This design comes from an exercise in tuning for small area on the open sky130 flow, not from production work. Only simulation tests tie the RTL to the original design; equivalence was not proved.

==> v38: inputs <==
==> flow/design.v <==
package ahbl_pkg;
  localparam logic [1:0] HTRANS_IDLE = 2'd0;
  localparam logic [1:0] HTRANS_BUSY = 2'd1;
  localparam logic [1:0] HTRANS_NSEQ = 2'd2;
  localparam logic [1:0] HTRANS_SEQ  = 2'd3;
  localparam logic [2:0] HSIZE_BYTE  = 3'd0;
  localparam logic [2:0] HSIZE_HALF  = 3'd1;
  localparam logic [2:0] HSIZE_WORD  = 3'd2;
  localparam logic [2:0] HSIZE_DWORD = 3'd3;
  localparam logic HRESP_OKAY  = 1'b0;
  localparam logic HRESP_ERROR = 1'b1;
  localparam logic [7:0] LFSR_TAPS = 8'hB8;
  localparam logic [7:0] LFSR_SEED = 8'h01;
  typedef enum logic [1:0] {S_IDLE, S_WAIT, S_ERR1, S_ERR2} sram_state_t;
endpackage
module ahbl_sram_responder
#(
  parameter int W_ADDR    = 32,
  parameter int W_DATA    = 32,
  parameter int DEPTH     = 64,
  parameter int NSEQ_WAIT = 1,
  parameter int SEQ_WAIT  = 0
) (
  input  logic              clk,
  input  logic              rst,
  output logic              ahbls_hready_resp,
  input  logic              ahbls_hready,
  output logic              ahbls_hresp,
  input  logic [W_ADDR-1:0] ahbls_haddr,
  input  logic              ahbls_hwrite,
  input  logic [1:0]        ahbls_htrans,
  input  logic [2:0]        ahbls_hsize,
  input  logic [2:0]        ahbls_hburst,
  input  logic [3:0]        ahbls_hprot,
  input  logic              ahbls_hmastlock,
  input  logic [W_DATA-1:0] ahbls_hwdata,
  output logic [W_DATA-1:0] ahbls_hrdata
);
  localparam int BYTES = W_DATA / 8;
  localparam int OFF_W = $clog2(BYTES);
  localparam int IDX_W = $clog2(DEPTH);
  localparam logic [W_ADDR-1:0] MEM_BYTES = W_ADDR'(DEPTH * BYTES);
  logic                    r_wait;    
  logic                    r_err;     
  logic [IDX_W-1:0]        r_idx;     
  logic [BYTES-1:0]        r_wstrb;   
  logic [DEPTH*W_DATA-1:0] r_mem;     
  logic                    w_xfer, w_cap, w_in_range;
  logic [BYTES-1:0]        w_strb, w_we;
  logic [DEPTH-1:0]        w_sel;
  logic [W_DATA-1:0]       w_wd;
  logic [DEPTH*BYTES-1:0]  w_keep;
  assign ahbls_hready_resp = !r_wait;
  assign ahbls_hresp       = r_err;
  assign w_xfer     = !r_wait && ahbls_hready;
  assign w_cap      = ahbls_htrans[1];
  assign w_in_range = ahbls_haddr < MEM_BYTES;
  always_comb
    for (int b = 0; b < BYTES; b++)
      w_strb[b] = (32'(b) >> ahbls_hsize) == (32'(ahbls_haddr[OFF_W-1:0]) >> ahbls_hsize);
  assign w_we = (!rst && w_xfer) ? r_wstrb : '0;
  always_ff @(posedge clk) begin
    if (rst) begin
      r_wait  <= 1'b0;
      r_err   <= 1'b0;
      r_wstrb <= '0;
    end else begin
      r_wait <= w_xfer && w_cap && (!w_in_range || !ahbls_htrans[0]);
      if (w_xfer) begin
        r_err   <= w_cap && !w_in_range;
        r_wstrb <= (w_cap && w_in_range && ahbls_hwrite) ? w_strb : '0;
      end
    end
  end
  always_ff @(posedge clk)
    if (w_xfer) r_idx <= ahbls_haddr[OFF_W +: IDX_W];
  always_comb begin
    for (int w = 0; w < DEPTH; w++)
      w_sel[w] = r_idx == IDX_W'(w);
    for (int i = 0; i < W_DATA; i++)
      w_wd[i] = ahbls_hwdata[i] && w_we[i/8];
    for (int w = 0; w < DEPTH; w++)
      for (int b = 0; b < BYTES; b++)
        w_keep[w*BYTES+b] = !(w_sel[w] && w_we[b]);
  end
  logic [DEPTH*W_DATA-1:0] w_mem_nxt;
  for (genvar w = 0; w < DEPTH; w++) begin : g_word
    for (genvar i = 0; i < W_DATA; i++) begin : g_bit
      ahbl_sram_bit_next u_next (
        .i_q    (r_mem[w*W_DATA+i]),
        .i_keep (w_keep[w*BYTES+i/8]),
        .i_sel  (w_sel[w]),
        .i_wd   (w_wd[i]),
        .o_d    (w_mem_nxt[w*W_DATA+i])
      );
    end
  end
  always_ff @(posedge clk) r_mem <= w_mem_nxt;
  for (genvar i = 0; i < W_DATA; i++) begin : g_rd
    logic [DEPTH-1:0] w_col;
    for (genvar w = 0; w < DEPTH; w++) begin : g_col
      assign w_col[w] = r_mem[w*W_DATA+i];
    end
    ahbl_sram_read_bit #(.DEPTH(DEPTH)) u_rd (
      .i_sel  (w_sel),
      .i_col  (w_col),
      .o_data (ahbls_hrdata[i])
    );
  end
endmodule
module ahbl_sram_bit_next (
  input  logic i_q,
  input  logic i_keep,
  input  logic i_sel,
  input  logic i_wd,
  output logic o_d
);
  assign o_d = (i_q && i_keep) || (i_wd && i_sel);
endmodule
module ahbl_sram_aoi3 (
  input  logic [2:0] i_sel,
  input  logic [2:0] i_dat,
  output logic       o_n
);
  assign o_n = !(|(i_sel & i_dat));
endmodule
module ahbl_sram_nand2 (
  input  logic [1:0] i_a,
  output logic       o_n
);
  assign o_n = !(&i_a);
endmodule
module ahbl_sram_nand4 (
  input  logic [3:0] i_a,
  output logic       o_n
);
  assign o_n = !(&i_a);
endmodule
module ahbl_sram_nor2 (
  input  logic [1:0] i_a,
  output logic       o_n
);
  assign o_n = !(|i_a);
endmodule
module ahbl_sram_read_bit
#(
  parameter int DEPTH = 64
) (
  input  logic [DEPTH-1:0] i_sel,
  input  logic [DEPTH-1:0] i_col,
  output logic             o_data
);
  logic [21:0] w_n;     
  logic [5:0]  w_any;   
  logic [2:0]  w_none;  
  for (genvar g = 0; g < 21; g++) begin : g_grp
    ahbl_sram_aoi3 u_aoi (
      .i_sel (i_sel[3*g +: 3]),
      .i_dat (i_col[3*g +: 3]),
      .o_n   (w_n[g])
    );
  end
  ahbl_sram_nand2 u_last (.i_a({i_sel[DEPTH-1], i_col[DEPTH-1]}), .o_n(w_n[21]));
  for (genvar k = 0; k < 5; k++) begin : g_nand
    ahbl_sram_nand4 u_nand (.i_a(w_n[4*k +: 4]), .o_n(w_any[k]));
  end
  ahbl_sram_nand2 u_nand2 (.i_a(w_n[21:20]), .o_n(w_any[5]));
  for (genvar k = 0; k < 3; k++) begin : g_nor
    ahbl_sram_nor2 u_nor (.i_a(w_any[2*k +: 2]), .o_n(w_none[k]));
  end
  assign o_data = !(&w_none);
endmodule
==> flow/run.sh <==
#!/bin/bash
# synth_recipe.tcl (not shown) runs the flow's synth.tcl, then flattens the netlist and writes it again
# the make line also repeats each setting of config.mk as NAME=value (left out here)
make -C /OpenROAD-flow-scripts/flow DESIGN_CONFIG=/design/flow/config.mk WORK_HOME=/design/flow/orfs CLKGATE_MAP_FILE= SYNTH_SCRIPT=/design/flow/synth_recipe.tcl finish
==> flow/config.mk <==
export PLATFORM = sky130hd
export DESIGN_NAME = ahbl_sram_responder
export DESIGN_NICKNAME = ahbl_sram_responder
export VERILOG_FILES = /design/flow/design.v
export SDC_FILE = /design/flow/constraint.sdc
export NUM_CORES = 4
export LEC_CHECK = 0
export CAP_MARGIN = 20
export CORE_MARGIN = 2
export CORE_UTILIZATION = 80
export CTS_CLUSTER_DIAMETER = 100
export CTS_CLUSTER_SIZE = 28
export SLEW_MARGIN = 20
export SYNTH_HIERARCHICAL = 1
==> flow/constraint.sdc <==
create_clock -name core_clock -period 6.0 [get_ports {clk}]
set_input_delay 1.2000 -clock core_clock [delete_from_list [all_inputs] [get_ports {clk}]]
set_output_delay 1.2000 -clock core_clock [all_outputs]
set_load 0.01 [all_outputs]
==> v6: changes against v38 <==
--- a/flow/design.v
+++ b/flow/design.v
@@ -126,20 +126,2 @@
 endmodule
-module ahbl_sram_nand2 (
-  input  logic [1:0] i_a,
-  output logic       o_n
-);
-  assign o_n = !(&i_a);
-endmodule
-module ahbl_sram_nand4 (
-  input  logic [3:0] i_a,
-  output logic       o_n
-);
-  assign o_n = !(&i_a);
-endmodule
-module ahbl_sram_nor2 (
-  input  logic [1:0] i_a,
-  output logic       o_n
-);
-  assign o_n = !(|i_a);
-endmodule
 module ahbl_sram_read_bit
@@ -152,6 +134,6 @@
 );
-  logic [21:0] w_n;     
-  logic [5:0]  w_any;   
-  logic [2:0]  w_none;  
-  for (genvar g = 0; g < 21; g++) begin : g_grp
+  localparam int NG = DEPTH / 3;
+  localparam int NR = DEPTH - 3*NG;
+  logic [NG-1:0] w_n;
+  for (genvar g = 0; g < NG; g++) begin : g_grp
     ahbl_sram_aoi3 u_aoi (
@@ -162,11 +144,7 @@
   end
-  ahbl_sram_nand2 u_last (.i_a({i_sel[DEPTH-1], i_col[DEPTH-1]}), .o_n(w_n[21]));
-  for (genvar k = 0; k < 5; k++) begin : g_nand
-    ahbl_sram_nand4 u_nand (.i_a(w_n[4*k +: 4]), .o_n(w_any[k]));
+  if (NR > 0) begin : g_rest
+    assign o_data = !(&w_n) || |(i_sel[DEPTH-1 -: NR] & i_col[DEPTH-1 -: NR]);
+  end else begin : g_norest
+    assign o_data = !(&w_n);
   end
-  ahbl_sram_nand2 u_nand2 (.i_a(w_n[21:20]), .o_n(w_any[5]));
-  for (genvar k = 0; k < 3; k++) begin : g_nor
-    ahbl_sram_nor2 u_nor (.i_a(w_any[2*k +: 2]), .o_n(w_none[k]));
-  end
-  assign o_data = !(&w_none);
 endmodule
--- a/flow/config.mk
+++ b/flow/config.mk
@@ -9,5 +9,5 @@
 export CORE_MARGIN = 2
-export CORE_UTILIZATION = 80
-export CTS_CLUSTER_DIAMETER = 100
-export CTS_CLUSTER_SIZE = 28
+export CORE_UTILIZATION = 70
+export CTS_CLUSTER_DIAMETER = 60
+export CTS_CLUSTER_SIZE = 30
 export SLEW_MARGIN = 20
==> summary.txt <==
In v38 the maximum frequency is larger than in v6, by about 3.7%. Against v6, the design area of v38 is lower by about 3.7%. Against v6, the final cell count of v38 is lower by 3.1%. In v6 the worst hold slack is lower than in v38, by 0.0034 ns. First-iteration DRC count: v6 is lower than v38 (23%).

-- port drivers added, routing unchanged --
How much do the figures lean on ideal ports? The routed layouts below were timed once more, with nothing changed but the port constraints. Step 1 sets driving cells, clkbuf_16 on the clock port and buf_2 on the other inputs (assumed; they add their load-dependent delay and slew). Step 2 also shifts input and output timing later by t, the mid clock arrival at the registers, as if the neighbouring blocks saw the same clock. a / b / c = ideal ports / drivers / drivers and shift; a / b = the first two.
| run | t (ns) | setup slack, ns | cell pins on the clock port's net |
|---|---|---|---|
| v38 | 0.765 | 0.220 / 0.145 / 0.910 | 1 |
| v6 | 0.808 | 0.006 / -0.068 / 0.741 | 1 |
After both steps setup and hold are still met in every run listed.
